Context: an optimization exercise on an open-source flow, tuned for small area and a short achievable clock period. The choices shown serve that exercise and are no tape-out recipe. No functional check of the RTL was part of this run. Power is estimated from default activity; no workload was simulated.

--- design/flow/run.sh ---
#!/bin/bash
# synth_recipe.tcl (not shown) runs the flow's synth.tcl, then flattens the netlist and writes it again
# the make line also repeats each setting of config.mk as NAME=value (left out here)
make -C /OpenROAD-flow-scripts/flow DESIGN_CONFIG=/design/flow/config.mk WORK_HOME=/design/flow/orfs CLKGATE_MAP_FILE= SYNTH_SCRIPT=/design/flow/synth_recipe.tcl finish
--- design/flow/config.mk ---
export PLATFORM = sky130hd
export DESIGN_NAME = pwl_transform_engine
export DESIGN_NICKNAME = pwl_transform_engine
export VERILOG_FILES = /design/flow/design.v
export SDC_FILE = /design/flow/constraint.sdc
export NUM_CORES = 4
export LEC_CHECK = 0
export CAP_MARGIN = 20
export CORE_MARGIN = 2
export CORE_UTILIZATION = 60
export SETUP_SLACK_MARGIN = 5
export SLEW_MARGIN = 20
--- design/flow/constraint.sdc ---
create_clock -name core_clock -period 10.0 [get_ports {clock}]
set_input_delay 2.0000 -clock core_clock [delete_from_list [all_inputs] [get_ports {clock}]]
set_output_delay 2.0000 -clock core_clock [all_outputs]
set_load 0.01 [all_outputs]
--- design/flow/design.v ---
module pwl_transform_engine (
  input  logic        clock,
  input  logic        rst_n,
  input  logic        tbl_wr,
  input  logic [3:0]  tbl_addr,
  input  logic [11:0] tbl_m,
  input  logic [11:0] tbl_c,
  input  logic        cal_begin,
  output logic        cal_busy,
  output logic        cal_valid,
  input  logic        in_valid,
  input  logic [11:0] indata,
  output logic        out_valid,
  output logic [11:0] outdata
);
  logic        busy_q, pre_a_q, pre_b_q, div_q, finm_q, holdm_q, fin_q, hold_q;
  logic        vm_q, valid_q;
  logic [3:0]  cnt_q, seg_q, ra_q;
  logic        start, seg_end, last_seg, adv;
  assign start    = cal_begin & ~busy_q;
  assign seg_end  = div_q & (cnt_q == 4'd11);
  assign last_seg = seg_q == 4'd14;
  assign adv      = pre_a_q | (div_q & (cnt_q == 4'd10));
  always_ff @(posedge clock or negedge rst_n) begin
    if (!rst_n) begin
      busy_q  <= 1'b0;
      pre_a_q <= 1'b0;
      pre_b_q <= 1'b0;
      div_q   <= 1'b0;
      finm_q  <= 1'b0;
      holdm_q <= 1'b1;
      fin_q   <= 1'b0;
      hold_q  <= 1'b1;
      vm_q    <= 1'b0;
      valid_q <= 1'b0;
      cnt_q   <= '0;
      seg_q   <= '0;
      ra_q    <= '0;
    end else begin
      pre_a_q <= start;
      pre_b_q <= pre_a_q;
      if (pre_b_q)                  div_q <= 1'b1;
      else if (seg_end && last_seg) div_q <= 1'b0;
      finm_q  <= div_q & last_seg & (cnt_q == 4'd10);
      holdm_q <= ~(div_q & last_seg & (cnt_q == 4'd10));
      fin_q   <= finm_q;
      hold_q  <= ~finm_q;
      if (start)      busy_q <= 1'b1;
      else if (fin_q) busy_q <= 1'b0;
      if (finm_q) vm_q <= 1'b1;
      if (fin_q)  valid_q <= 1'b1;
      if (div_q) cnt_q <= seg_end ? 4'd0 : cnt_q + 4'd1;
      if (start)        seg_q <= '0;
      else if (seg_end) seg_q <= seg_q + 4'd1;
      if (start)    ra_q <= '0;
      else if (adv) ra_q <= ra_q + 4'd1;
    end
  end
  logic [11:0] pm_q [16];
  logic [11:0] pc_q [16];
  logic [15:0] pv_q;
  always_ff @(posedge clock or negedge rst_n) begin
    if (!rst_n) pv_q <= '0;
    else if (tbl_wr && !busy_q) pv_q[tbl_addr] <= 1'b1;
  end
  always_ff @(posedge clock) begin
    if (tbl_wr && !busy_q) begin
      pm_q[tbl_addr] <= tbl_m;
      pc_q[tbl_addr] <= tbl_c;
    end
  end
  logic [11:0] rd_m, rd_c, pr_m_q, pr_c_q;
  always_comb begin
    rd_m = '0;
    rd_c = '0;
    for (int i = 0; i < 16; i++) begin
      if (ra_q == 4'(i) && pv_q[i]) begin
        rd_m = rd_m | pm_q[i];
        rd_c = rd_c | pc_q[i];
      end
    end
  end
  always_ff @(posedge clock) begin
    if (adv) begin
      pr_m_q <= rd_m;
      pr_c_q <= rd_c;
    end
  end
  logic signed [12:0] dm, dc;
  logic [11:0]        dmv_q, adc_q;
  logic               dpos_q, neg_q;
  assign dm = $signed({1'b0, rd_m}) - $signed({1'b0, pr_m_q});
  assign dc = $signed({1'b0, rd_c}) - $signed({1'b0, pr_c_q});
  always_ff @(posedge clock) begin
    dmv_q  <= dm[11:0];
    dpos_q <= (dm > 0);
    neg_q  <= dc[12];
    adc_q  <= dc[12] ? 12'(-dc) : dc[11:0];
  end
  logic [11:0] r_q;
  logic        clamp_q, clamp, nbit, ge, bit_in;
  logic [12:0] t, tsub;
  assign clamp = (dmv_q[11:5] == 7'd0) && (adc_q[11:7] >= dmv_q[4:0]);
  always_comb begin
    case (cnt_q)
      4'd1:    nbit = adc_q[6];
      4'd2:    nbit = adc_q[5];
      4'd3:    nbit = adc_q[4];
      4'd4:    nbit = adc_q[3];
      4'd5:    nbit = adc_q[2];
      4'd6:    nbit = adc_q[1];
      4'd7:    nbit = adc_q[0];
      default: nbit = 1'b0;
    endcase
    t      = {r_q, nbit};
    tsub   = t - {1'b0, dmv_q};
    ge     = ~tsub[12];
    bit_in = (cnt_q == 4'd0) ? (neg_q & dpos_q) : (dpos_q & (clamp_q | ge));
  end
  always_ff @(posedge clock) begin
    if (cnt_q == 4'd0) begin
      r_q     <= {7'd0, adc_q[11:7]};
      clamp_q <= clamp;
    end else begin
      r_q     <= ge ? tsub[11:0] : t[11:0];
    end
  end
  logic [179:0] sr_q;
  always_ff @(posedge clock) sr_q <= {sr_q[178:0], bit_in};
  logic [11:0] am_q [16];
  logic [11:0] ac_q [16];
  logic [11:0] as_q [15];
  always_ff @(posedge clock) begin
    for (int i = 0; i < 16; i++) begin
      am_q[i] <= (pm_q[i] & {12{finm_q & pv_q[i]}}) | (am_q[i] & {12{holdm_q}});
      ac_q[i] <= (pc_q[i] & {12{fin_q & pv_q[i]}}) | (ac_q[i] & {12{hold_q}});
    end
    for (int i = 0; i < 15; i++)
      as_q[i] <= (sr_q[12*(14-i) +: 12] & {12{fin_q}}) | (as_q[i] & {12{hold_q}});
  end
  logic        v1_q, v2_q, v3_q;
  logic [11:0] x_q, m_q;
  logic [15:0] ge_x, top, sel1, sel_q;
  logic        below, zs_q;
  logic [11:0] m1;
  always_comb begin
    for (int i = 0; i < 16; i++) ge_x[i] = indata >= am_q[i];
    below = ~ge_x[0];
    for (int i = 0; i < 16; i++) begin
      top[i] = ge_x[i];
      for (int j = i + 1; j < 16; j++) top[i] = top[i] & ~ge_x[j];
    end
    for (int i = 0; i < 16; i++) sel1[i] = vm_q & (below ? (i == 0) : top[i]);
    m1 = '0;
    for (int i = 0; i < 16; i++) m1 = m1 | (am_q[i] & {12{top[i]}});
  end
  always_ff @(posedge clock) begin
    x_q   <= indata;
    m_q   <= m1;
    sel_q <= sel1;
    zs_q  <= below;
  end
  logic [11:0] off, c_sel, s_sel;
  logic [10:0] mag;
  logic        sgn;
  logic [12:0] pp0, pp1, pp2, pp3, pp4, pp5;
  logic        bo0, bo1, bo2, bo3, bo4, bo5, bt0, bt1, bt2, bt3, bt4, bt5;
  logic        bn0, bn1, bn2, bn3, bn4, bn5;
  logic [24:0] row_a, row_b;
  logic [4:0]  lo;
  logic [20:0] tsum;
  always_comb begin
    c_sel = '0;
    s_sel = '0;
    for (int i = 0; i < 16; i++) c_sel = c_sel | (ac_q[i] & {12{sel_q[i]}});
    for (int i = 0; i < 15; i++) s_sel = s_sel | (as_q[i] & {12{sel_q[i] & ~zs_q}});
  end
  assign mag = s_sel[10:0];
  assign sgn = s_sel[11];
  logic sop0, sop1, sop2, sop3, sop4, sop5, sop6, sop7,
        sop8, sop9, sop10, sop11, sog0, sog1, sog2, sog3,
        sog4, sog5, sog6, sog7, sog8, sog9, sog10, sog11,
        soG0i, soG0_1, soG0_2, soP0_2, soG0_3, soP0_3, soG0_4, soP0_4,
        soG0_5, soP0_5, soG0_6, soP0_6, soG0_7, soP0_7, soG0_8, soP0_8,
        soG0_9, soP0_9, soG0_10, soP0_10, soG0_11, soP0_11, soG1_2, soG1_3,
        soG1_4, soP1_4, soG1_5, soP1_5, soG1_6, soP1_6, soG1_7, soP1_7,
        soG1_8, soP1_8, soG1_9, soP1_9, soG1_10, soP1_10, soG1_11, soP1_11,
        soG2_4, soG2_5, soG2_6, soG2_7, soG2_8, soP2_8, soG2_9, soP2_9,
        soG2_10, soP2_10, soG2_11, soP2_11, soG3_8, soG3_9, soG3_10, soG3_11,
        sos0, sos1, sos2, sos3, sos4, sos5, sos6, sos7,
        sos8, sos9, sos10, sos11, t0s, t0c, t1s, t1c,
        t2s, t2c, t3s, t3c, t4s, t4c, t5s, t5c,
        t6s, t6c, t7s, t7c, t8s, t8c, t9s, t9c,
        t10s, t10c, t11s, t11c, t12s, t12c, t13s, t13c,
        t14s, t14c, t15s, t15c, t16s, t16c, t17s, t17c,
        t18s, t18c, t19s, t19c, t20s, t20c, t21s, t21c,
        t22s, t22c, t23s, t23c, t24s, t24c, t25s, t25c,
        t26s, t26c, t27s, t27c, t28s, t28c, t29s, t29c,
        t30s, t30c, t31s, t31c, t32s, t32c, t33s, t33c,
        t34s, t34c, t35s, t35c, t36s, t36c, t37s, t37c,
        t38s, t38c, t39s, t39c, t40s, t40c, t41s, t41c,
        t42s, t42c, t43s, t43c, t44s, t44c, t45s, t45c,
        t46s, t46c, t47s, t47c, t48s, t48c, t49s, t49c,
        t50s, t50c, t51s, t51c, t52s, t52c, t53s, t53c,
        us0, uc0, us1, uc1, us2, uc2, us3, uc3,
        us4, uc4, us5, uc5, us6, uc6, us7, uc7,
        us8, uc8, us9, uc9, us10, uc10, us11, uc11,
        us12, uc12, us13, uc13, us14, uc14, us15, uc15,
        us16, uc16, us17, uc17, us18, uc18, us19, uc19,
        us20, uc20, vs0, vc0, vs1, vc1, vs2, vc2,
        vs3, vc3, vs4, vc4, vs5, vc5, vs6, vc6,
        vs7, vc7, vs8, vc8, vs9, vc9, vs10, vc10,
        vs11, vc11, vs12, vc12, vs13, vc13, vs14, vc14,
        vs15, vc15, vs16, vc16, vs17, vc17, vs18, vc18,
        vs19, vc19, vs20, vc20, sfp0, sfp1, sfp2, sfp3,
        sfp4, sfp5, sfp6, sfp7, sfp8, sfp9, sfp10, sfp11,
        sfp12, sfp13, sfp14, sfp15, sfp16, sfp17, sfp18, sfp19,
        sfp20, sfg0, sfg1, sfg2, sfg3, sfg4, sfg5, sfg6,
        sfg7, sfg8, sfg9, sfg10, sfg11, sfg12, sfg13, sfg14,
        sfg15, sfg16, sfg17, sfg18, sfg19, sfg20, sfG0i, sfG0_1,
        sfG0_2, sfP0_2, sfG0_3, sfP0_3, sfG0_4, sfP0_4, sfG0_5, sfP0_5,
        sfG0_6, sfP0_6, sfG0_7, sfP0_7, sfG0_8, sfP0_8, sfG0_9, sfP0_9,
        sfG0_10, sfP0_10, sfG0_11, sfP0_11, sfG0_12, sfP0_12, sfG0_13, sfP0_13,
        sfG0_14, sfP0_14, sfG0_15, sfP0_15, sfG0_16, sfP0_16, sfG0_17, sfP0_17,
        sfG0_18, sfP0_18, sfG0_19, sfP0_19, sfG0_20, sfP0_20, sfG1_2, sfG1_3,
        sfG1_4, sfP1_4, sfG1_5, sfP1_5, sfG1_6, sfP1_6, sfG1_7, sfP1_7,
        sfG1_8, sfP1_8, sfG1_9, sfP1_9, sfG1_10, sfP1_10, sfG1_11, sfP1_11,
        sfG1_12, sfP1_12, sfG1_13, sfP1_13, sfG1_14, sfP1_14, sfG1_15, sfP1_15,
        sfG1_16, sfP1_16, sfG1_17, sfP1_17, sfG1_18, sfP1_18, sfG1_19, sfP1_19,
        sfG1_20, sfP1_20, sfG2_4, sfG2_5, sfG2_6, sfG2_7, sfG2_8, sfP2_8,
        sfG2_9, sfP2_9, sfG2_10, sfP2_10, sfG2_11, sfP2_11, sfG2_12, sfP2_12,
        sfG2_13, sfP2_13, sfG2_14, sfP2_14, sfG2_15, sfP2_15, sfG2_16, sfP2_16,
        sfG2_17, sfP2_17, sfG2_18, sfP2_18, sfG2_19, sfP2_19, sfG2_20, sfP2_20,
        sfG3_8, sfG3_9, sfG3_10, sfG3_11, sfG3_12, sfG3_13, sfG3_14, sfG3_15,
        sfG3_16, sfP3_16, sfG3_17, sfP3_17, sfG3_18, sfP3_18, sfG3_19, sfP3_19,
        sfG3_20, sfP3_20, sfG4_16, sfG4_17, sfG4_18, sfG4_19, sfG4_20, sfs0,
        sfs1, sfs2, sfs3, sfs4, sfs5, sfs6, sfs7, sfs8,
        sfs9, sfs10, sfs11, sfs12, sfs13, sfs14, sfs15, sfs16,
        sfs17, sfs18, sfs19, sfs20;
  assign sop0 = x_q[0] ^ ~m_q[0];
  assign sog0 = x_q[0] & ~m_q[0];
  assign sop1 = x_q[1] ^ ~m_q[1];
  assign sog1 = x_q[1] & ~m_q[1];
  assign sop2 = x_q[2] ^ ~m_q[2];
  assign sog2 = x_q[2] & ~m_q[2];
  assign sop3 = x_q[3] ^ ~m_q[3];
  assign sog3 = x_q[3] & ~m_q[3];
  assign sop4 = x_q[4] ^ ~m_q[4];
  assign sog4 = x_q[4] & ~m_q[4];
  assign sop5 = x_q[5] ^ ~m_q[5];
  assign sog5 = x_q[5] & ~m_q[5];
  assign sop6 = x_q[6] ^ ~m_q[6];
  assign sog6 = x_q[6] & ~m_q[6];
  assign sop7 = x_q[7] ^ ~m_q[7];
  assign sog7 = x_q[7] & ~m_q[7];
  assign sop8 = x_q[8] ^ ~m_q[8];
  assign sog8 = x_q[8] & ~m_q[8];
  assign sop9 = x_q[9] ^ ~m_q[9];
  assign sog9 = x_q[9] & ~m_q[9];
  assign sop10 = x_q[10] ^ ~m_q[10];
  assign sog10 = x_q[10] & ~m_q[10];
  assign sop11 = x_q[11] ^ ~m_q[11];
  assign sog11 = x_q[11] & ~m_q[11];
  assign soG0i = sog0 | (sop0 & 1'b1);
  assign soG0_1 = sog1 | (sop1 & soG0i);
  assign soG0_2 = sog2 | (sop2 & sog1);
  assign soP0_2 = sop2 & sop1;
  assign soG0_3 = sog3 | (sop3 & sog2);
  assign soP0_3 = sop3 & sop2;
  assign soG0_4 = sog4 | (sop4 & sog3);
  assign soP0_4 = sop4 & sop3;
  assign soG0_5 = sog5 | (sop5 & sog4);
  assign soP0_5 = sop5 & sop4;
  assign soG0_6 = sog6 | (sop6 & sog5);
  assign soP0_6 = sop6 & sop5;
  assign soG0_7 = sog7 | (sop7 & sog6);
  assign soP0_7 = sop7 & sop6;
  assign soG0_8 = sog8 | (sop8 & sog7);
  assign soP0_8 = sop8 & sop7;
  assign soG0_9 = sog9 | (sop9 & sog8);
  assign soP0_9 = sop9 & sop8;
  assign soG0_10 = sog10 | (sop10 & sog9);
  assign soP0_10 = sop10 & sop9;
  assign soG0_11 = sog11 | (sop11 & sog10);
  assign soP0_11 = sop11 & sop10;
  assign soG1_2 = soG0_2 | (soP0_2 & soG0i);
  assign soG1_3 = soG0_3 | (soP0_3 & soG0_1);
  assign soG1_4 = soG0_4 | (soP0_4 & soG0_2);
  assign soP1_4 = soP0_4 & soP0_2;
  assign soG1_5 = soG0_5 | (soP0_5 & soG0_3);
  assign soP1_5 = soP0_5 & soP0_3;
  assign soG1_6 = soG0_6 | (soP0_6 & soG0_4);
  assign soP1_6 = soP0_6 & soP0_4;
  assign soG1_7 = soG0_7 | (soP0_7 & soG0_5);
  assign soP1_7 = soP0_7 & soP0_5;
  assign soG1_8 = soG0_8 | (soP0_8 & soG0_6);
  assign soP1_8 = soP0_8 & soP0_6;
  assign soG1_9 = soG0_9 | (soP0_9 & soG0_7);
  assign soP1_9 = soP0_9 & soP0_7;
  assign soG1_10 = soG0_10 | (soP0_10 & soG0_8);
  assign soP1_10 = soP0_10 & soP0_8;
  assign soG1_11 = soG0_11 | (soP0_11 & soG0_9);
  assign soP1_11 = soP0_11 & soP0_9;
  assign soG2_4 = soG1_4 | (soP1_4 & soG0i);
  assign soG2_5 = soG1_5 | (soP1_5 & soG0_1);
  assign soG2_6 = soG1_6 | (soP1_6 & soG1_2);
  assign soG2_7 = soG1_7 | (soP1_7 & soG1_3);
  assign soG2_8 = soG1_8 | (soP1_8 & soG1_4);
  assign soP2_8 = soP1_8 & soP1_4;
  assign soG2_9 = soG1_9 | (soP1_9 & soG1_5);
  assign soP2_9 = soP1_9 & soP1_5;
  assign soG2_10 = soG1_10 | (soP1_10 & soG1_6);
  assign soP2_10 = soP1_10 & soP1_6;
  assign soG2_11 = soG1_11 | (soP1_11 & soG1_7);
  assign soP2_11 = soP1_11 & soP1_7;
  assign soG3_8 = soG2_8 | (soP2_8 & soG0i);
  assign soG3_9 = soG2_9 | (soP2_9 & soG0_1);
  assign soG3_10 = soG2_10 | (soP2_10 & soG1_2);
  assign soG3_11 = soG2_11 | (soP2_11 & soG1_3);
  assign sos0 = sop0 ^ 1'b1;
  assign sos1 = sop1 ^ soG0i;
  assign sos2 = sop2 ^ soG0_1;
  assign sos3 = sop3 ^ soG1_2;
  assign sos4 = sop4 ^ soG1_3;
  assign sos5 = sop5 ^ soG2_4;
  assign sos6 = sop6 ^ soG2_5;
  assign sos7 = sop7 ^ soG2_6;
  assign sos8 = sop8 ^ soG2_7;
  assign sos9 = sop9 ^ soG3_8;
  assign sos10 = sop10 ^ soG3_9;
  assign sos11 = sop11 ^ soG3_10;
  assign off = {sos11, sos10, sos9, sos8, sos7, sos6, sos5, sos4, sos3, sos2, sos1, sos0};
  assign bo0 = mag[0] ^ 1'b0;
  assign bt0 = (mag[1] & ~mag[0] & ~1'b0) | (~mag[1] & mag[0] & 1'b0);
  assign bn0 = mag[1] ^ sgn;
  assign pp0[0] = ((bo0 & off[0])) ^ bn0;
  assign pp0[1] = ((bo0 & off[1]) | (bt0 & off[0])) ^ bn0;
  assign pp0[2] = ((bo0 & off[2]) | (bt0 & off[1])) ^ bn0;
  assign pp0[3] = ((bo0 & off[3]) | (bt0 & off[2])) ^ bn0;
  assign pp0[4] = ((bo0 & off[4]) | (bt0 & off[3])) ^ bn0;
  assign pp0[5] = ((bo0 & off[5]) | (bt0 & off[4])) ^ bn0;
  assign pp0[6] = ((bo0 & off[6]) | (bt0 & off[5])) ^ bn0;
  assign pp0[7] = ((bo0 & off[7]) | (bt0 & off[6])) ^ bn0;
  assign pp0[8] = ((bo0 & off[8]) | (bt0 & off[7])) ^ bn0;
  assign pp0[9] = ((bo0 & off[9]) | (bt0 & off[8])) ^ bn0;
  assign pp0[10] = ((bo0 & off[10]) | (bt0 & off[9])) ^ bn0;
  assign pp0[11] = ((bo0 & off[11]) | (bt0 & off[10])) ^ bn0;
  assign pp0[12] = ((bt0 & off[11])) ^ bn0;
  assign bo1 = mag[2] ^ mag[1];
  assign bt1 = (mag[3] & ~mag[2] & ~mag[1]) | (~mag[3] & mag[2] & mag[1]);
  assign bn1 = mag[3] ^ sgn;
  assign pp1[0] = ((bo1 & off[0])) ^ bn1;
  assign pp1[1] = ((bo1 & off[1]) | (bt1 & off[0])) ^ bn1;
  assign pp1[2] = ((bo1 & off[2]) | (bt1 & off[1])) ^ bn1;
  assign pp1[3] = ((bo1 & off[3]) | (bt1 & off[2])) ^ bn1;
  assign pp1[4] = ((bo1 & off[4]) | (bt1 & off[3])) ^ bn1;
  assign pp1[5] = ((bo1 & off[5]) | (bt1 & off[4])) ^ bn1;
  assign pp1[6] = ((bo1 & off[6]) | (bt1 & off[5])) ^ bn1;
  assign pp1[7] = ((bo1 & off[7]) | (bt1 & off[6])) ^ bn1;
  assign pp1[8] = ((bo1 & off[8]) | (bt1 & off[7])) ^ bn1;
  assign pp1[9] = ((bo1 & off[9]) | (bt1 & off[8])) ^ bn1;
  assign pp1[10] = ((bo1 & off[10]) | (bt1 & off[9])) ^ bn1;
  assign pp1[11] = ((bo1 & off[11]) | (bt1 & off[10])) ^ bn1;
  assign pp1[12] = ((bt1 & off[11])) ^ bn1;
  assign bo2 = mag[4] ^ mag[3];
  assign bt2 = (mag[5] & ~mag[4] & ~mag[3]) | (~mag[5] & mag[4] & mag[3]);
  assign bn2 = mag[5] ^ sgn;
  assign pp2[0] = ((bo2 & off[0])) ^ bn2;
  assign pp2[1] = ((bo2 & off[1]) | (bt2 & off[0])) ^ bn2;
  assign pp2[2] = ((bo2 & off[2]) | (bt2 & off[1])) ^ bn2;
  assign pp2[3] = ((bo2 & off[3]) | (bt2 & off[2])) ^ bn2;
  assign pp2[4] = ((bo2 & off[4]) | (bt2 & off[3])) ^ bn2;
  assign pp2[5] = ((bo2 & off[5]) | (bt2 & off[4])) ^ bn2;
  assign pp2[6] = ((bo2 & off[6]) | (bt2 & off[5])) ^ bn2;
  assign pp2[7] = ((bo2 & off[7]) | (bt2 & off[6])) ^ bn2;
  assign pp2[8] = ((bo2 & off[8]) | (bt2 & off[7])) ^ bn2;
  assign pp2[9] = ((bo2 & off[9]) | (bt2 & off[8])) ^ bn2;
  assign pp2[10] = ((bo2 & off[10]) | (bt2 & off[9])) ^ bn2;
  assign pp2[11] = ((bo2 & off[11]) | (bt2 & off[10])) ^ bn2;
  assign pp2[12] = ((bt2 & off[11])) ^ bn2;
  assign bo3 = mag[6] ^ mag[5];
  assign bt3 = (mag[7] & ~mag[6] & ~mag[5]) | (~mag[7] & mag[6] & mag[5]);
  assign bn3 = mag[7] ^ sgn;
  assign pp3[0] = ((bo3 & off[0])) ^ bn3;
  assign pp3[1] = ((bo3 & off[1]) | (bt3 & off[0])) ^ bn3;
  assign pp3[2] = ((bo3 & off[2]) | (bt3 & off[1])) ^ bn3;
  assign pp3[3] = ((bo3 & off[3]) | (bt3 & off[2])) ^ bn3;
  assign pp3[4] = ((bo3 & off[4]) | (bt3 & off[3])) ^ bn3;
  assign pp3[5] = ((bo3 & off[5]) | (bt3 & off[4])) ^ bn3;
  assign pp3[6] = ((bo3 & off[6]) | (bt3 & off[5])) ^ bn3;
  assign pp3[7] = ((bo3 & off[7]) | (bt3 & off[6])) ^ bn3;
  assign pp3[8] = ((bo3 & off[8]) | (bt3 & off[7])) ^ bn3;
  assign pp3[9] = ((bo3 & off[9]) | (bt3 & off[8])) ^ bn3;
  assign pp3[10] = ((bo3 & off[10]) | (bt3 & off[9])) ^ bn3;
  assign pp3[11] = ((bo3 & off[11]) | (bt3 & off[10])) ^ bn3;
  assign pp3[12] = ((bt3 & off[11])) ^ bn3;
  assign bo4 = mag[8] ^ mag[7];
  assign bt4 = (mag[9] & ~mag[8] & ~mag[7]) | (~mag[9] & mag[8] & mag[7]);
  assign bn4 = mag[9] ^ sgn;
  assign pp4[0] = ((bo4 & off[0])) ^ bn4;
  assign pp4[1] = ((bo4 & off[1]) | (bt4 & off[0])) ^ bn4;
  assign pp4[2] = ((bo4 & off[2]) | (bt4 & off[1])) ^ bn4;
  assign pp4[3] = ((bo4 & off[3]) | (bt4 & off[2])) ^ bn4;
  assign pp4[4] = ((bo4 & off[4]) | (bt4 & off[3])) ^ bn4;
  assign pp4[5] = ((bo4 & off[5]) | (bt4 & off[4])) ^ bn4;
  assign pp4[6] = ((bo4 & off[6]) | (bt4 & off[5])) ^ bn4;
  assign pp4[7] = ((bo4 & off[7]) | (bt4 & off[6])) ^ bn4;
  assign pp4[8] = ((bo4 & off[8]) | (bt4 & off[7])) ^ bn4;
  assign pp4[9] = ((bo4 & off[9]) | (bt4 & off[8])) ^ bn4;
  assign pp4[10] = ((bo4 & off[10]) | (bt4 & off[9])) ^ bn4;
  assign pp4[11] = ((bo4 & off[11]) | (bt4 & off[10])) ^ bn4;
  assign pp4[12] = ((bt4 & off[11])) ^ bn4;
  assign bo5 = mag[10] ^ mag[9];
  assign bt5 = (1'b0 & ~mag[10] & ~mag[9]) | (~1'b0 & mag[10] & mag[9]);
  assign bn5 = 1'b0 ^ sgn;
  assign pp5[0] = ((bo5 & off[0])) ^ bn5;
  assign pp5[1] = ((bo5 & off[1]) | (bt5 & off[0])) ^ bn5;
  assign pp5[2] = ((bo5 & off[2]) | (bt5 & off[1])) ^ bn5;
  assign pp5[3] = ((bo5 & off[3]) | (bt5 & off[2])) ^ bn5;
  assign pp5[4] = ((bo5 & off[4]) | (bt5 & off[3])) ^ bn5;
  assign pp5[5] = ((bo5 & off[5]) | (bt5 & off[4])) ^ bn5;
  assign pp5[6] = ((bo5 & off[6]) | (bt5 & off[5])) ^ bn5;
  assign pp5[7] = ((bo5 & off[7]) | (bt5 & off[6])) ^ bn5;
  assign pp5[8] = ((bo5 & off[8]) | (bt5 & off[7])) ^ bn5;
  assign pp5[9] = ((bo5 & off[9]) | (bt5 & off[8])) ^ bn5;
  assign pp5[10] = ((bo5 & off[10]) | (bt5 & off[9])) ^ bn5;
  assign pp5[11] = ((bo5 & off[11]) | (bt5 & off[10])) ^ bn5;
  assign pp5[12] = ((bt5 & off[11])) ^ bn5;
  assign t0s = pp0[8] ^ pp1[6];
  assign t0c = pp0[8] & pp1[6];
  assign t1s = pp0[9] ^ pp1[7] ^ pp2[5];
  assign t1c = (pp0[9] & pp1[7]) | (pp0[9] & pp2[5]) | (pp1[7] & pp2[5]);
  assign t2s = pp0[10] ^ pp1[8] ^ pp2[6];
  assign t2c = (pp0[10] & pp1[8]) | (pp0[10] & pp2[6]) | (pp1[8] & pp2[6]);
  assign t3s = pp3[4] ^ pp4[2];
  assign t3c = pp3[4] & pp4[2];
  assign t4s = pp0[11] ^ pp1[9] ^ pp2[7];
  assign t4c = (pp0[11] & pp1[9]) | (pp0[11] & pp2[7]) | (pp1[9] & pp2[7]);
  assign t5s = pp3[5] ^ pp4[3] ^ pp5[1];
  assign t5c = (pp3[5] & pp4[3]) | (pp3[5] & pp5[1]) | (pp4[3] & pp5[1]);
  assign t6s = pp0[12] ^ pp1[10] ^ pp2[8];
  assign t6c = (pp0[12] & pp1[10]) | (pp0[12] & pp2[8]) | (pp1[10] & pp2[8]);
  assign t7s = pp3[6] ^ pp4[4] ^ pp5[2];
  assign t7c = (pp3[6] & pp4[4]) | (pp3[6] & pp5[2]) | (pp4[4] & pp5[2]);
  assign t8s = pp1[11] ^ pp2[9] ^ pp3[7];
  assign t8c = (pp1[11] & pp2[9]) | (pp1[11] & pp3[7]) | (pp2[9] & pp3[7]);
  assign t9s = pp4[5] ^ pp5[3] ^ bn0;
  assign t9c = (pp4[5] & pp5[3]) | (pp4[5] & bn0) | (pp5[3] & bn0);
  assign t10s = pp1[12] ^ pp2[10] ^ pp3[8];
  assign t10c = (pp1[12] & pp2[10]) | (pp1[12] & pp3[8]) | (pp2[10] & pp3[8]);
  assign t11s = pp4[6] ^ pp5[4] ^ bn0;
  assign t11c = (pp4[6] & pp5[4]) | (pp4[6] & bn0) | (pp5[4] & bn0);
  assign t12s = ~bn1 ^ pp2[11] ^ pp3[9];
  assign t12c = (~bn1 & pp2[11]) | (~bn1 & pp3[9]) | (pp2[11] & pp3[9]);
  assign t13s = pp4[7] ^ pp5[5] ^ ~bn0;
  assign t13c = (pp4[7] & pp5[5]) | (pp4[7] & ~bn0) | (pp5[5] & ~bn0);
  assign t14s = pp2[12] ^ pp3[10] ^ pp4[8];
  assign t14c = (pp2[12] & pp3[10]) | (pp2[12] & pp4[8]) | (pp3[10] & pp4[8]);
  assign t15s = pp5[6] ^ 1'b1;
  assign t15c = pp5[6] & 1'b1;
  assign t16s = ~bn2 ^ pp3[11] ^ pp4[9];
  assign t16c = (~bn2 & pp3[11]) | (~bn2 & pp4[9]) | (pp3[11] & pp4[9]);
  assign t17s = pp3[12] ^ pp4[10];
  assign t17c = pp3[12] & pp4[10];
  assign t18s = pp0[6] ^ pp1[4];
  assign t18c = pp0[6] & pp1[4];
  assign t19s = pp0[7] ^ pp1[5] ^ pp2[3];
  assign t19c = (pp0[7] & pp1[5]) | (pp0[7] & pp2[3]) | (pp1[5] & pp2[3]);
  assign t20s = pp2[4] ^ pp3[2] ^ pp4[0];
  assign t20c = (pp2[4] & pp3[2]) | (pp2[4] & pp4[0]) | (pp3[2] & pp4[0]);
  assign t21s = pp3[3] ^ pp4[1] ^ t0c;
  assign t21c = (pp3[3] & pp4[1]) | (pp3[3] & t0c) | (pp4[1] & t0c);
  assign t22s = pp5[0] ^ t1c ^ t2s;
  assign t22c = (pp5[0] & t1c) | (pp5[0] & t2s) | (t1c & t2s);
  assign t23s = t2c ^ t3c ^ t4s;
  assign t23c = (t2c & t3c) | (t2c & t4s) | (t3c & t4s);
  assign t24s = t4c ^ t5c ^ t6s;
  assign t24c = (t4c & t5c) | (t4c & t6s) | (t5c & t6s);
  assign t25s = t6c ^ t7c ^ t8s;
  assign t25c = (t6c & t7c) | (t6c & t8s) | (t7c & t8s);
  assign t26s = t8c ^ t9c ^ t10s;
  assign t26c = (t8c & t9c) | (t8c & t10s) | (t9c & t10s);
  assign t27s = t10c ^ t11c ^ t12s;
  assign t27c = (t10c & t11c) | (t10c & t12s) | (t11c & t12s);
  assign t28s = t12c ^ t13c ^ t14s;
  assign t28c = (t12c & t13c) | (t12c & t14s) | (t13c & t14s);
  assign t29s = pp5[7] ^ t14c ^ t15c;
  assign t29c = (pp5[7] & t14c) | (pp5[7] & t15c) | (t14c & t15c);
  assign t30s = pp5[8] ^ 1'b1 ^ t16c;
  assign t30c = (pp5[8] & 1'b1) | (pp5[8] & t16c) | (1'b1 & t16c);
  assign t31s = ~bn3 ^ pp4[11] ^ pp5[9];
  assign t31c = (~bn3 & pp4[11]) | (~bn3 & pp5[9]) | (pp4[11] & pp5[9]);
  assign t32s = pp4[12] ^ pp5[10];
  assign t32c = pp4[12] & pp5[10];
  assign t33s = pp0[2] ^ pp1[0];
  assign t33c = pp0[2] & pp1[0];
  assign t34s = pp0[3] ^ pp1[1];
  assign t34c = pp0[3] & pp1[1];
  assign t35s = pp0[4] ^ pp1[2] ^ pp2[0];
  assign t35c = (pp0[4] & pp1[2]) | (pp0[4] & pp2[0]) | (pp1[2] & pp2[0]);
  assign t36s = pp0[5] ^ pp1[3] ^ pp2[1];
  assign t36c = (pp0[5] & pp1[3]) | (pp0[5] & pp2[1]) | (pp1[3] & pp2[1]);
  assign t37s = pp2[2] ^ pp3[0] ^ t18s;
  assign t37c = (pp2[2] & pp3[0]) | (pp2[2] & t18s) | (pp3[0] & t18s);
  assign t38s = pp3[1] ^ t18c ^ t19s;
  assign t38c = (pp3[1] & t18c) | (pp3[1] & t19s) | (t18c & t19s);
  assign t39s = t0s ^ t19c ^ t20s;
  assign t39c = (t0s & t19c) | (t0s & t20s) | (t19c & t20s);
  assign t40s = t1s ^ t20c ^ t21s;
  assign t40c = (t1s & t20c) | (t1s & t21s) | (t20c & t21s);
  assign t41s = t3s ^ t21c ^ t22s;
  assign t41c = (t3s & t21c) | (t3s & t22s) | (t21c & t22s);
  assign t42s = t5s ^ t22c ^ t23s;
  assign t42c = (t5s & t22c) | (t5s & t23s) | (t22c & t23s);
  assign t43s = t7s ^ t23c ^ t24s;
  assign t43c = (t7s & t23c) | (t7s & t24s) | (t23c & t24s);
  assign t44s = t9s ^ t24c ^ t25s;
  assign t44c = (t9s & t24c) | (t9s & t25s) | (t24c & t25s);
  assign t45s = t11s ^ t25c ^ t26s;
  assign t45c = (t11s & t25c) | (t11s & t26s) | (t25c & t26s);
  assign t46s = t13s ^ t26c ^ t27s;
  assign t46c = (t13s & t26c) | (t13s & t27s) | (t26c & t27s);
  assign t47s = t15s ^ t27c ^ t28s;
  assign t47c = (t15s & t27c) | (t15s & t28s) | (t27c & t28s);
  assign t48s = t16s ^ t28c ^ t29s;
  assign t48c = (t16s & t28c) | (t16s & t29s) | (t28c & t29s);
  assign t49s = t17s ^ t29c ^ t30s;
  assign t49c = (t17s & t29c) | (t17s & t30s) | (t29c & t30s);
  assign t50s = t17c ^ t30c ^ t31s;
  assign t50c = (t17c & t30c) | (t17c & t31s) | (t30c & t31s);
  assign t51s = 1'b1 ^ t31c ^ t32s;
  assign t51c = (1'b1 & t31c) | (1'b1 & t32s) | (t31c & t32s);
  assign t52s = ~bn4 ^ pp5[11] ^ t32c;
  assign t52c = (~bn4 & pp5[11]) | (~bn4 & t32c) | (pp5[11] & t32c);
  assign t53s = pp5[12] ^ 1'b1;
  assign t53c = pp5[12] & 1'b1;
  assign row_a = {1'b1, ~bn5, t52c, t51c, t50c, t49c, t48c, t47c, t46c, t45c, t44c, t43c, t42c, t41c, t40c, t39c, t38c, t37c, t36c, t35c, t34c, t33c, bn1, pp0[1], pp0[0]};
  assign row_b = {1'b0, t53c, t53s, t52s, t51s, t50s, t49s, t48s, t47s, t46s, t45s, t44s, t43s, t42s, t41s, t40s, t39s, t38s, t37s, t36s, t35s, t34s, t33s, 1'b0, bn0};
  assign us0 = ra_q2[4] ^ rb_q2[4] ^ c3_q[0];
  assign uc0 = (ra_q2[4] & rb_q2[4]) | (ra_q2[4] & c3_q[0]) | (rb_q2[4] & c3_q[0]);
  assign us1 = ra_q2[5] ^ rb_q2[5] ^ c3_q[1];
  assign uc1 = (ra_q2[5] & rb_q2[5]) | (ra_q2[5] & c3_q[1]) | (rb_q2[5] & c3_q[1]);
  assign us2 = ra_q2[6] ^ rb_q2[6] ^ c3_q[2];
  assign uc2 = (ra_q2[6] & rb_q2[6]) | (ra_q2[6] & c3_q[2]) | (rb_q2[6] & c3_q[2]);
  assign us3 = ra_q2[7] ^ rb_q2[7] ^ c3_q[3];
  assign uc3 = (ra_q2[7] & rb_q2[7]) | (ra_q2[7] & c3_q[3]) | (rb_q2[7] & c3_q[3]);
  assign us4 = ra_q2[8] ^ rb_q2[8] ^ c3_q[4];
  assign uc4 = (ra_q2[8] & rb_q2[8]) | (ra_q2[8] & c3_q[4]) | (rb_q2[8] & c3_q[4]);
  assign us5 = ra_q2[9] ^ rb_q2[9] ^ c3_q[5];
  assign uc5 = (ra_q2[9] & rb_q2[9]) | (ra_q2[9] & c3_q[5]) | (rb_q2[9] & c3_q[5]);
  assign us6 = ra_q2[10] ^ rb_q2[10] ^ c3_q[6];
  assign uc6 = (ra_q2[10] & rb_q2[10]) | (ra_q2[10] & c3_q[6]) | (rb_q2[10] & c3_q[6]);
  assign us7 = ra_q2[11] ^ rb_q2[11] ^ c3_q[7];
  assign uc7 = (ra_q2[11] & rb_q2[11]) | (ra_q2[11] & c3_q[7]) | (rb_q2[11] & c3_q[7]);
  assign us8 = ra_q2[12] ^ rb_q2[12] ^ c3_q[8];
  assign uc8 = (ra_q2[12] & rb_q2[12]) | (ra_q2[12] & c3_q[8]) | (rb_q2[12] & c3_q[8]);
  assign us9 = ra_q2[13] ^ rb_q2[13] ^ c3_q[9];
  assign uc9 = (ra_q2[13] & rb_q2[13]) | (ra_q2[13] & c3_q[9]) | (rb_q2[13] & c3_q[9]);
  assign us10 = ra_q2[14] ^ rb_q2[14] ^ c3_q[10];
  assign uc10 = (ra_q2[14] & rb_q2[14]) | (ra_q2[14] & c3_q[10]) | (rb_q2[14] & c3_q[10]);
  assign us11 = ra_q2[15] ^ rb_q2[15] ^ c3_q[11];
  assign uc11 = (ra_q2[15] & rb_q2[15]) | (ra_q2[15] & c3_q[11]) | (rb_q2[15] & c3_q[11]);
  assign us12 = ra_q2[16] ^ rb_q2[16];
  assign uc12 = ra_q2[16] & rb_q2[16];
  assign us13 = ra_q2[17] ^ rb_q2[17];
  assign uc13 = ra_q2[17] & rb_q2[17];
  assign us14 = ra_q2[18] ^ rb_q2[18];
  assign uc14 = ra_q2[18] & rb_q2[18];
  assign us15 = ra_q2[19] ^ rb_q2[19];
  assign uc15 = ra_q2[19] & rb_q2[19];
  assign us16 = ra_q2[20] ^ rb_q2[20];
  assign uc16 = ra_q2[20] & rb_q2[20];
  assign us17 = ra_q2[21] ^ rb_q2[21];
  assign uc17 = ra_q2[21] & rb_q2[21];
  assign us18 = ra_q2[22] ^ rb_q2[22];
  assign uc18 = ra_q2[22] & rb_q2[22];
  assign us19 = ra_q2[23] ^ rb_q2[23];
  assign uc19 = ra_q2[23] & rb_q2[23];
  assign us20 = ra_q2[24] ^ rb_q2[24];
  assign uc20 = ra_q2[24] & rb_q2[24];
  assign vs0 = us0 ^ bn3_q[2];
  assign vc0 = us0 & bn3_q[2];
  assign vs1 = us1 ^ uc0;
  assign vc1 = us1 & uc0;
  assign vs2 = us2 ^ uc1 ^ bn3_q[3];
  assign vc2 = (us2 & uc1) | (us2 & bn3_q[3]) | (uc1 & bn3_q[3]);
  assign vs3 = us3 ^ uc2;
  assign vc3 = us3 & uc2;
  assign vs4 = us4 ^ uc3 ^ bn3_q[4];
  assign vc4 = (us4 & uc3) | (us4 & bn3_q[4]) | (uc3 & bn3_q[4]);
  assign vs5 = us5 ^ uc4;
  assign vc5 = us5 & uc4;
  assign vs6 = us6 ^ uc5 ^ bn3_q[5];
  assign vc6 = (us6 & uc5) | (us6 & bn3_q[5]) | (uc5 & bn3_q[5]);
  assign vs7 = us7 ^ uc6;
  assign vc7 = us7 & uc6;
  assign vs8 = us8 ^ uc7;
  assign vc8 = us8 & uc7;
  assign vs9 = us9 ^ uc8;
  assign vc9 = us9 & uc8;
  assign vs10 = us10 ^ uc9;
  assign vc10 = us10 & uc9;
  assign vs11 = us11 ^ uc10;
  assign vc11 = us11 & uc10;
  assign vs12 = us12 ^ uc11;
  assign vc12 = us12 & uc11;
  assign vs13 = us13 ^ uc12;
  assign vc13 = us13 & uc12;
  assign vs14 = us14 ^ uc13;
  assign vc14 = us14 & uc13;
  assign vs15 = us15 ^ uc14;
  assign vc15 = us15 & uc14;
  assign vs16 = us16 ^ uc15;
  assign vc16 = us16 & uc15;
  assign vs17 = us17 ^ uc16;
  assign vc17 = us17 & uc16;
  assign vs18 = us18 ^ uc17;
  assign vc18 = us18 & uc17;
  assign vs19 = us19 ^ uc18;
  assign vc19 = us19 & uc18;
  assign vs20 = us20 ^ uc19;
  assign vc20 = us20 & uc19;
  assign sfp0 = vs0 ^ 1'b0;
  assign sfg0 = vs0 & 1'b0;
  assign sfp1 = vs1 ^ vc0;
  assign sfg1 = vs1 & vc0;
  assign sfp2 = vs2 ^ vc1;
  assign sfg2 = vs2 & vc1;
  assign sfp3 = vs3 ^ vc2;
  assign sfg3 = vs3 & vc2;
  assign sfp4 = vs4 ^ vc3;
  assign sfg4 = vs4 & vc3;
  assign sfp5 = vs5 ^ vc4;
  assign sfg5 = vs5 & vc4;
  assign sfp6 = vs6 ^ vc5;
  assign sfg6 = vs6 & vc5;
  assign sfp7 = vs7 ^ vc6;
  assign sfg7 = vs7 & vc6;
  assign sfp8 = vs8 ^ vc7;
  assign sfg8 = vs8 & vc7;
  assign sfp9 = vs9 ^ vc8;
  assign sfg9 = vs9 & vc8;
  assign sfp10 = vs10 ^ vc9;
  assign sfg10 = vs10 & vc9;
  assign sfp11 = vs11 ^ vc10;
  assign sfg11 = vs11 & vc10;
  assign sfp12 = vs12 ^ vc11;
  assign sfg12 = vs12 & vc11;
  assign sfp13 = vs13 ^ vc12;
  assign sfg13 = vs13 & vc12;
  assign sfp14 = vs14 ^ vc13;
  assign sfg14 = vs14 & vc13;
  assign sfp15 = vs15 ^ vc14;
  assign sfg15 = vs15 & vc14;
  assign sfp16 = vs16 ^ vc15;
  assign sfg16 = vs16 & vc15;
  assign sfp17 = vs17 ^ vc16;
  assign sfg17 = vs17 & vc16;
  assign sfp18 = vs18 ^ vc17;
  assign sfg18 = vs18 & vc17;
  assign sfp19 = vs19 ^ vc18;
  assign sfg19 = vs19 & vc18;
  assign sfp20 = vs20 ^ vc19;
  assign sfg20 = vs20 & vc19;
  assign sfG0i = sfg0 | (sfp0 & c4_q);
  assign sfG0_1 = sfg1 | (sfp1 & sfG0i);
  assign sfG0_2 = sfg2 | (sfp2 & sfg1);
  assign sfP0_2 = sfp2 & sfp1;
  assign sfG0_3 = sfg3 | (sfp3 & sfg2);
  assign sfP0_3 = sfp3 & sfp2;
  assign sfG0_4 = sfg4 | (sfp4 & sfg3);
  assign sfP0_4 = sfp4 & sfp3;
  assign sfG0_5 = sfg5 | (sfp5 & sfg4);
  assign sfP0_5 = sfp5 & sfp4;
  assign sfG0_6 = sfg6 | (sfp6 & sfg5);
  assign sfP0_6 = sfp6 & sfp5;
  assign sfG0_7 = sfg7 | (sfp7 & sfg6);
  assign sfP0_7 = sfp7 & sfp6;
  assign sfG0_8 = sfg8 | (sfp8 & sfg7);
  assign sfP0_8 = sfp8 & sfp7;
  assign sfG0_9 = sfg9 | (sfp9 & sfg8);
  assign sfP0_9 = sfp9 & sfp8;
  assign sfG0_10 = sfg10 | (sfp10 & sfg9);
  assign sfP0_10 = sfp10 & sfp9;
  assign sfG0_11 = sfg11 | (sfp11 & sfg10);
  assign sfP0_11 = sfp11 & sfp10;
  assign sfG0_12 = sfg12 | (sfp12 & sfg11);
  assign sfP0_12 = sfp12 & sfp11;
  assign sfG0_13 = sfg13 | (sfp13 & sfg12);
  assign sfP0_13 = sfp13 & sfp12;
  assign sfG0_14 = sfg14 | (sfp14 & sfg13);
  assign sfP0_14 = sfp14 & sfp13;
  assign sfG0_15 = sfg15 | (sfp15 & sfg14);
  assign sfP0_15 = sfp15 & sfp14;
  assign sfG0_16 = sfg16 | (sfp16 & sfg15);
  assign sfP0_16 = sfp16 & sfp15;
  assign sfG0_17 = sfg17 | (sfp17 & sfg16);
  assign sfP0_17 = sfp17 & sfp16;
  assign sfG0_18 = sfg18 | (sfp18 & sfg17);
  assign sfP0_18 = sfp18 & sfp17;
  assign sfG0_19 = sfg19 | (sfp19 & sfg18);
  assign sfP0_19 = sfp19 & sfp18;
  assign sfG0_20 = sfg20 | (sfp20 & sfg19);
  assign sfP0_20 = sfp20 & sfp19;
  assign sfG1_2 = sfG0_2 | (sfP0_2 & sfG0i);
  assign sfG1_3 = sfG0_3 | (sfP0_3 & sfG0_1);
  assign sfG1_4 = sfG0_4 | (sfP0_4 & sfG0_2);
  assign sfP1_4 = sfP0_4 & sfP0_2;
  assign sfG1_5 = sfG0_5 | (sfP0_5 & sfG0_3);
  assign sfP1_5 = sfP0_5 & sfP0_3;
  assign sfG1_6 = sfG0_6 | (sfP0_6 & sfG0_4);
  assign sfP1_6 = sfP0_6 & sfP0_4;
  assign sfG1_7 = sfG0_7 | (sfP0_7 & sfG0_5);
  assign sfP1_7 = sfP0_7 & sfP0_5;
  assign sfG1_8 = sfG0_8 | (sfP0_8 & sfG0_6);
  assign sfP1_8 = sfP0_8 & sfP0_6;
  assign sfG1_9 = sfG0_9 | (sfP0_9 & sfG0_7);
  assign sfP1_9 = sfP0_9 & sfP0_7;
  assign sfG1_10 = sfG0_10 | (sfP0_10 & sfG0_8);
  assign sfP1_10 = sfP0_10 & sfP0_8;
  assign sfG1_11 = sfG0_11 | (sfP0_11 & sfG0_9);
  assign sfP1_11 = sfP0_11 & sfP0_9;
  assign sfG1_12 = sfG0_12 | (sfP0_12 & sfG0_10);
  assign sfP1_12 = sfP0_12 & sfP0_10;
  assign sfG1_13 = sfG0_13 | (sfP0_13 & sfG0_11);
  assign sfP1_13 = sfP0_13 & sfP0_11;
  assign sfG1_14 = sfG0_14 | (sfP0_14 & sfG0_12);
  assign sfP1_14 = sfP0_14 & sfP0_12;
  assign sfG1_15 = sfG0_15 | (sfP0_15 & sfG0_13);
  assign sfP1_15 = sfP0_15 & sfP0_13;
  assign sfG1_16 = sfG0_16 | (sfP0_16 & sfG0_14);
  assign sfP1_16 = sfP0_16 & sfP0_14;
  assign sfG1_17 = sfG0_17 | (sfP0_17 & sfG0_15);
  assign sfP1_17 = sfP0_17 & sfP0_15;
  assign sfG1_18 = sfG0_18 | (sfP0_18 & sfG0_16);
  assign sfP1_18 = sfP0_18 & sfP0_16;
  assign sfG1_19 = sfG0_19 | (sfP0_19 & sfG0_17);
  assign sfP1_19 = sfP0_19 & sfP0_17;
  assign sfG1_20 = sfG0_20 | (sfP0_20 & sfG0_18);
  assign sfP1_20 = sfP0_20 & sfP0_18;
  assign sfG2_4 = sfG1_4 | (sfP1_4 & sfG0i);
  assign sfG2_5 = sfG1_5 | (sfP1_5 & sfG0_1);
  assign sfG2_6 = sfG1_6 | (sfP1_6 & sfG1_2);
  assign sfG2_7 = sfG1_7 | (sfP1_7 & sfG1_3);
  assign sfG2_8 = sfG1_8 | (sfP1_8 & sfG1_4);
  assign sfP2_8 = sfP1_8 & sfP1_4;
  assign sfG2_9 = sfG1_9 | (sfP1_9 & sfG1_5);
  assign sfP2_9 = sfP1_9 & sfP1_5;
  assign sfG2_10 = sfG1_10 | (sfP1_10 & sfG1_6);
  assign sfP2_10 = sfP1_10 & sfP1_6;
  assign sfG2_11 = sfG1_11 | (sfP1_11 & sfG1_7);
  assign sfP2_11 = sfP1_11 & sfP1_7;
  assign sfG2_12 = sfG1_12 | (sfP1_12 & sfG1_8);
  assign sfP2_12 = sfP1_12 & sfP1_8;
  assign sfG2_13 = sfG1_13 | (sfP1_13 & sfG1_9);
  assign sfP2_13 = sfP1_13 & sfP1_9;
  assign sfG2_14 = sfG1_14 | (sfP1_14 & sfG1_10);
  assign sfP2_14 = sfP1_14 & sfP1_10;
  assign sfG2_15 = sfG1_15 | (sfP1_15 & sfG1_11);
  assign sfP2_15 = sfP1_15 & sfP1_11;
  assign sfG2_16 = sfG1_16 | (sfP1_16 & sfG1_12);
  assign sfP2_16 = sfP1_16 & sfP1_12;
  assign sfG2_17 = sfG1_17 | (sfP1_17 & sfG1_13);
  assign sfP2_17 = sfP1_17 & sfP1_13;
  assign sfG2_18 = sfG1_18 | (sfP1_18 & sfG1_14);
  assign sfP2_18 = sfP1_18 & sfP1_14;
  assign sfG2_19 = sfG1_19 | (sfP1_19 & sfG1_15);
  assign sfP2_19 = sfP1_19 & sfP1_15;
  assign sfG2_20 = sfG1_20 | (sfP1_20 & sfG1_16);
  assign sfP2_20 = sfP1_20 & sfP1_16;
  assign sfG3_8 = sfG2_8 | (sfP2_8 & sfG0i);
  assign sfG3_9 = sfG2_9 | (sfP2_9 & sfG0_1);
  assign sfG3_10 = sfG2_10 | (sfP2_10 & sfG1_2);
  assign sfG3_11 = sfG2_11 | (sfP2_11 & sfG1_3);
  assign sfG3_12 = sfG2_12 | (sfP2_12 & sfG2_4);
  assign sfG3_13 = sfG2_13 | (sfP2_13 & sfG2_5);
  assign sfG3_14 = sfG2_14 | (sfP2_14 & sfG2_6);
  assign sfG3_15 = sfG2_15 | (sfP2_15 & sfG2_7);
  assign sfG3_16 = sfG2_16 | (sfP2_16 & sfG2_8);
  assign sfP3_16 = sfP2_16 & sfP2_8;
  assign sfG3_17 = sfG2_17 | (sfP2_17 & sfG2_9);
  assign sfP3_17 = sfP2_17 & sfP2_9;
  assign sfG3_18 = sfG2_18 | (sfP2_18 & sfG2_10);
  assign sfP3_18 = sfP2_18 & sfP2_10;
  assign sfG3_19 = sfG2_19 | (sfP2_19 & sfG2_11);
  assign sfP3_19 = sfP2_19 & sfP2_11;
  assign sfG3_20 = sfG2_20 | (sfP2_20 & sfG2_12);
  assign sfP3_20 = sfP2_20 & sfP2_12;
  assign sfG4_16 = sfG3_16 | (sfP3_16 & sfG0i);
  assign sfG4_17 = sfG3_17 | (sfP3_17 & sfG0_1);
  assign sfG4_18 = sfG3_18 | (sfP3_18 & sfG1_2);
  assign sfG4_19 = sfG3_19 | (sfP3_19 & sfG1_3);
  assign sfG4_20 = sfG3_20 | (sfP3_20 & sfG2_4);
  assign sfs0 = sfp0 ^ c4_q;
  assign sfs1 = sfp1 ^ sfG0i;
  assign sfs2 = sfp2 ^ sfG0_1;
  assign sfs3 = sfp3 ^ sfG1_2;
  assign sfs4 = sfp4 ^ sfG1_3;
  assign sfs5 = sfp5 ^ sfG2_4;
  assign sfs6 = sfp6 ^ sfG2_5;
  assign sfs7 = sfp7 ^ sfG2_6;
  assign sfs8 = sfp8 ^ sfG2_7;
  assign sfs9 = sfp9 ^ sfG3_8;
  assign sfs10 = sfp10 ^ sfG3_9;
  assign sfs11 = sfp11 ^ sfG3_10;
  assign sfs12 = sfp12 ^ sfG3_11;
  assign sfs13 = sfp13 ^ sfG3_12;
  assign sfs14 = sfp14 ^ sfG3_13;
  assign sfs15 = sfp15 ^ sfG3_14;
  assign sfs16 = sfp16 ^ sfG3_15;
  assign sfs17 = sfp17 ^ sfG4_16;
  assign sfs18 = sfp18 ^ sfG4_17;
  assign sfs19 = sfp19 ^ sfG4_18;
  assign sfs20 = sfp20 ^ sfG4_19;
  assign tsum = {sfs20, sfs19, sfs18, sfs17, sfs16, sfs15, sfs14, sfs13, sfs12, sfs11, sfs10, sfs9, sfs8, sfs7, sfs6, sfs5, sfs4, sfs3, sfs2, sfs1, sfs0};
  assign lo = {1'b0, row_a[3:0]} + {1'b0, row_b[3:0]};
  logic [24:4] ra_q2, rb_q2;
  logic [11:0] c3_q;
  logic [5:2]  bn3_q;
  logic        c4_q;
  always_ff @(posedge clock) begin
    ra_q2 <= row_a[24:4];
    rb_q2 <= row_b[24:4];
    c4_q  <= lo[4];
    c3_q  <= c_sel;
    bn3_q <= {bn5, bn4, bn3, bn2};
  end
  logic [11:0] res, out_q;
  always_comb begin
    if (tsum[20])              res = '0;
    else if (tsum[19:12] != 0) res = '1;
    else                       res = tsum[11:0];
  end
  always_ff @(posedge clock or negedge rst_n) begin
    if (!rst_n) begin
      v1_q <= 1'b0;
      v2_q <= 1'b0;
      v3_q <= 1'b0;
    end else begin
      v1_q <= in_valid;
      v2_q <= v1_q;
      v3_q <= v2_q;
    end
  end
  always_ff @(posedge clock) out_q <= res;
  assign cal_busy  = busy_q;
  assign cal_valid = valid_q;
  assign out_valid = v3_q;
  assign outdata   = out_q;
endmodule
==> run notes <==
Synthesis:
- After synthesis the cells add up to roughly 55000 sq um.
- The top cell type by total area after synthesis is sky130_fd_sc_hd__dfxtp_1.
- Yosys mapped a number of flops with a built-in enable equal to a little over 400.
- By area the synthesized netlist is led by sky130_fd_sc_hd__dfxtp_1, sky130_fd_sc_hd__edfxtp_1, sky130_fd_sc_hd__a22o_1, sky130_fd_sc_hd__ha_1, sky130_fd_sc_hd__fa_1.
- After synthesis, the netlist uses 86 different library cells.
- Counting every net in the synthesized netlist gives 5012.
- The cell count after synthesis came out at ~4600.
- For this run, asynchronously set or reset flops after synthesis account for 0.0306.
- The share of the Yosys chip area taken by registers is 0.563.
- The primary flip-flop cell chosen by synthesis mapping is sky130_fd_sc_hd__dfxtp_1.
- The average cell area after synthesis is 12.1 sq um.
- The most frequent cell after synthesis is sky130_fd_sc_hd__dfxtp_1.
- The top cell type's share of synthesized area is 0.323.
- After synthesis the netlist holds a flip-flop and latch count of about 1300.
- The Yosys warning count is 4.
- The commonest cells after synthesis are sky130_fd_sc_hd__dfxtp_1, sky130_fd_sc_hd__a22o_1, sky130_fd_sc_hd__edfxtp_1, sky130_fd_sc_hd__ha_1, sky130_fd_sc_hd__inv_1.

Power and ir drop:
- The reported net switching power is ~3000 uW.
- The clock group share of total power is 0.425.
- The sequential fraction of design power is 0.482.
- The leakage power is about 0.024 uW.
- The power density over the cells is between 150 and 200 nW/um^2.
- The cell-internal power is approximately 9100 uW.
- The share of total power consumed by net switching is 0.245.
- The peak ir drop on the vdd network is roughly 210 uV.
- The logic gate share of total power is 0.093.

Clocking:
- The total number of H-tree levels is 4.
- The root buffer cell is sky130_fd_sc_hd__clkbuf_16.
- The post-CTS clock slew at the launch and capture registers of the worst setup and hold paths is 0.06 ns.
- The TritonCTS buffer count is roughly 140.
- In this run, post-CTS hold repair placed 0 buffers.
- The clock network latency to the later pin of the worst-skew pair is about 0.77 ns.
- The TritonCTS clock tree is built.
- The maximum buffer depth of the clock tree is 3.
- CTS saw approximately 1300 sinks.

Global route:
- Summed over all layers, the global routing overflow is 0.
- The overall routing resource usage is 0.399.
- The number of antenna violations at the first check in global routing was 6.
- The number of global-route vias before repair is a little under 40000.
- The first-pass GRT wire length is ~270 mm.
- The largest net degree at the start of global routing is between 100 and 150.

Worst hold path:
- The end point of the worst hold path is sr_q[161].
- The worst hold path begins at sr_q[160].
- The number of cells traversed by the worst hold path is 0.
- The tightest min-delay check is of the reg -> reg type.

Final layout:
- The synthesis-to-layout area growth is 12.7%.
- Once layout is complete, the cells apart from fillers number around 5900.
- The share of the core filled with cells is 0.681.
- Fill cells in the final layout number between 6000 and 7000.
- The number of nets in the layout is approximately 5000.
- The fraction of final layout cells with drive strength greater than 1 is 0.0886.
- The design area is slightly above 60000 sq um.

Worst setup path:
- The reg-to-reg critical path startpoint is ra_q[0].
- The cell with the largest stage delay on the worst path is sky130_fd_sc_hd__a2111o_1.
- In this run the critical register-to-register path is captured at dpos_q.
- The most used cell along the critical path is sky130_fd_sc_hd__buf_4.
- The data required time at the worst endpoint is between 10 and 15 ns.
- For this run, the slowest stage of the critical path takes roughly 0.50 ns.
- Data on the critical path arrives at its endpoint at around 5.6 ns.
- The critical path is of the in -> reg type.
- The slack of the worst reg-to-reg path is 5.10 ns.
- The length in cells of the worst reg-to-reg path is 13.
- Walking the worst path, the cells encountered are clkdlybuf4s50_1, buf_4, ha_1, o21ai_0, o21ai_0, o211ai_1, a21oi_4, nor3_4, buf_4, buf_4, and3_2, a2111o_1, nor3_1, nand4_1.
- The element type at the critical path end is a flip-flop.
- The worst setup path is launched from an input pin.
- The buffering stage count on the worst path with inverters included is 4.
- The dominant delay contributor by cell family on the critical path is compound AO/OA/AOI/OAI gates.
- Along the worst path, the maximum fanout reaches 17.

Timing:
- Timing would allow up to between 200 and 250 MHz.
- The final count of negative-setup-slack endpoints is 0.
- Setup repair after global routing could not meet its margin everywhere.
- The final number of max-transition violations is 0.
- Headroom to the max-slew limit came out at 0.178.
- For the final database, setup skew stands at roughly 0.026 ns.
- At the pin with the least slew margin, the transition time is 1.23 ns.
- The total count of hold-check failures in the final report was 0.
- The worst path needs just under 5 ns of the cycle, external delays included.
- Once routing completed, OpenROAD measured the worst setup slack at between 5 and 6 ns.
- The part of the cycle the worst path needs is 0.494.
- The setup TNS is 0 ns.

Placement:
- The worst-case setup slack after placement is around 2.8 ns.
- During placement, the flow inserted port buffers numbering 59.
- The congestion estimate from routability-driven global placement came to a little under 1.
- The HPWL reported at the end of detailed placement is approximately 130 mm.
- The instance area at placement is 57100 sq um.
- The number of cells after detailed placement is between 5000 and 6000.

Drt:
- Summed over all layers, the routed wires come to roughly 190 mm.
- After detailed routing, the average wire length per cell comes to ~32 um.
- The number of antenna-violating nets in the routed design is 0.
- The iteration count of the initial detailed-routing pass is 8.
- The number of remaining DRC errors is 0.
- The routed layout has slightly above 40000 vias.
- After detailed routing, the number of vias per cell comes to ~7.
- The DRC marker count from the first detailed-route iteration is 5857.

Run status:
- The flow ran to the end and the layout has no timing, DRC or antenna violations.

Job:
- The number of max-capacitance violations reported is 0.

Floorplan:
- The initialized floorplan defines approximately 110 standard-cell rows.
- The horizontal die dimension is slightly above 300 um.
- The die covers approximately 95000 sq um.
- The starting density of the core is 0.604.
- 60 I/O pins were placed.
- The placeable core area is about 92000 sq um.
- In this run the vertical extent of the chip is between 300 and 400 um.
[cells by family (layout without fill, tap and decap cells)]
group,Yosys count,in the layout,synth area share
other,0,3,0
AOI/OAI and AO/OA,1465,1465,0.213
buffers and inverters,557,720,0.0383
xor gates and xnor gates,165,165,0.0261
and+or+nand+nor,655,655,0.0605
DFF,1342,1342,0.563
muxes,25,25,0.00464
adders and majority gates,379,379,0.0944
[layer usage]
layer	global-route usage	wire length [um]
met1	0.531	73500
met2	0.600	83000
met3	0.112	24200
met4	0.191	10100
met5	0.00827	127
[cells in the final DEF, fill, tap and decap left out, types with 37 or more instances in the layout]
master / netlist / routed
sky130_fd_sc_hd__a21oi_1: 103 / 101
sky130_fd_sc_hd__a221oi_1: 135 / 127
sky130_fd_sc_hd__a22o_1: 705 / 705
sky130_fd_sc_hd__a22oi_1: 136 / 135
sky130_fd_sc_hd__and2_1: 51 / 47
sky130_fd_sc_hd__buf_4: 1 / 87
sky130_fd_sc_hd__clkbuf_1: 218 / 44
sky130_fd_sc_hd__clkbuf_16: 0 / 136
sky130_fd_sc_hd__clkdlybuf4s50_1: 0 / 56
sky130_fd_sc_hd__dfrtp_1: 39 / 37
sky130_fd_sc_hd__dfxtp_1: 892 / 892
sky130_fd_sc_hd__edfxtp_1: 409 / 409
sky130_fd_sc_hd__fa_1: 64 / 64
sky130_fd_sc_hd__ha_1: 315 / 315
sky130_fd_sc_hd__inv_1: 300 / 299
sky130_fd_sc_hd__nand2_1: 135 / 134
sky130_fd_sc_hd__nand3_1: 41 / 40
sky130_fd_sc_hd__nand4_1: 70 / 70
sky130_fd_sc_hd__nor2_1: 159 / 158
sky130_fd_sc_hd__nor3_1: 57 / 55
sky130_fd_sc_hd__o21ai_0: 94 / 92
sky130_fd_sc_hd__xnor2_1: 113 / 107
sky130_fd_sc_hd__xor2_1: 52 / 47
[metrics by stage]
stage / total power [uW] / hold slack (ns)
3_5_place_dp: 7030 / 0.339
2_1_floorplan: 6680 / 0.331
5_1_grt: 12500 / 0.347
6_report: 12100 / 0.341
3_3_place_gp: 7010 / 0.332
4_1_cts: 12100 / 0.342
[sequential cells by signal (all words and copies together), names as in the netlist, 12 cells and up]
name    cells
pm_q      192
c3_q       12
rb_q2      20
dmv_q      12
ac_q      192
pc_q      192
out_q      12
adc_q      12
ra_q2      20
sr_q      180
as_q      180
r_q        12
am_q      192
pv_q       16
pr_c_q     12
sel_q      16
pr_m_q     12
x_q        12
m_q        12
[final cells by class]
type,count,area [sq um],share of cell area
diodes,3,7.51,0.000120
repair buffers,168,1510,0.0242
clock inverters,43,662,0.0106
well taps,1186,1480,0.0238
clock buffers,204,3900,0.0625
flip-flops and latches,1342,31200,0.500
multi-input cells,2689,22500,0.360
inverters,305,1150,0.0184
[worst register-to-register path, cell delays in order, from the launching register on]
cell and delay (ns):
sky130_fd_sc_hd__dfrtp_2 0.40, sky130_fd_sc_hd__inv_1 0.07, sky130_fd_sc_hd__ha_1 0.25, sky130_fd_sc_hd__and3_2 0.38, sky130_fd_sc_hd__buf_6 0.29, sky130_fd_sc_hd__a22o_1 0.24, sky130_fd_sc_hd__a221oi_1 0.67, sky130_fd_sc_hd__nand4_1 0.57
sky130_fd_sc_hd__ha_1 0.43, sky130_fd_sc_hd__or4_1 0.55, sky130_fd_sc_hd__nand2_1 0.10, sky130_fd_sc_hd__xnor2_1 0.08, sky130_fd_sc_hd__or4_1 0.50, sky130_fd_sc_hd__o31a_1 0.26
[power groups by stage]
stage	sequential [uW]	clock (uW)	combinational, uW
6_report	5840	5160	1130
5_1_grt	5850	5380	1250
4_1_cts	5840	5160	1100
3_5_place_dp	5950	0	1080
3_3_place_gp	5950	0	1060
2_1_floorplan	5920	0	760
[worst max path at each step]
stage | slack (ns) | cells after the start | end | startpoint
4_1_cts | 5.03 | 19 | adc_q[11] | ra_q[1]
2_1_floorplan | 5.00 | 12 | m_q[5] | indata[0]
3_3_place_gp | 2.86 | 12 | m_q[5] | indata[0]
6_report | 5.06 | 14 | m_q[0] | indata[7]
5_1_grt | 4.97 | 15 | rb_q2[7] | m_q[1]
3_5_place_dp | 2.82 | 12 | m_q[5] | indata[0]
[repair_timing]
| action | CTS | global route |
|---|---|---|
| hold endpoints to repair | 0 | 0 |
| buffers inserted | 20 | 6 |
| resized for setup | 43 | 55 |
| endpoints found under the setup margin | 61 | 37 |
| pin swaps | 11 | 7 |

## re-timing with driven ports
In the flow no input, the clock included, has a driving cell. The finished layout below was timed again as built, in two steps.
Step 1 assumes that a clkbuf_16 drives the clock port and a buf_2 every other input.
Step 2 times the ports against the registers' clock, not the clock port: input delays grow and output delays shrink by t, the midpoint of the rising clock arrivals with the driver on.
a / b / c = no drivers / after step 1 / after step 2; a / b = the first two.
t, ns: 0.833
setup WS [ns]: 5.061 / 5.103 / 4.282
worst setup path after step 2: input to register
slew at the worst register clock pin (ns): 0.07 / 0.07
After both steps this run still meets setup and hold. For this run, drivers alone change the setup slack by +0.042 ns; drivers and shift together by -0.779 ns.
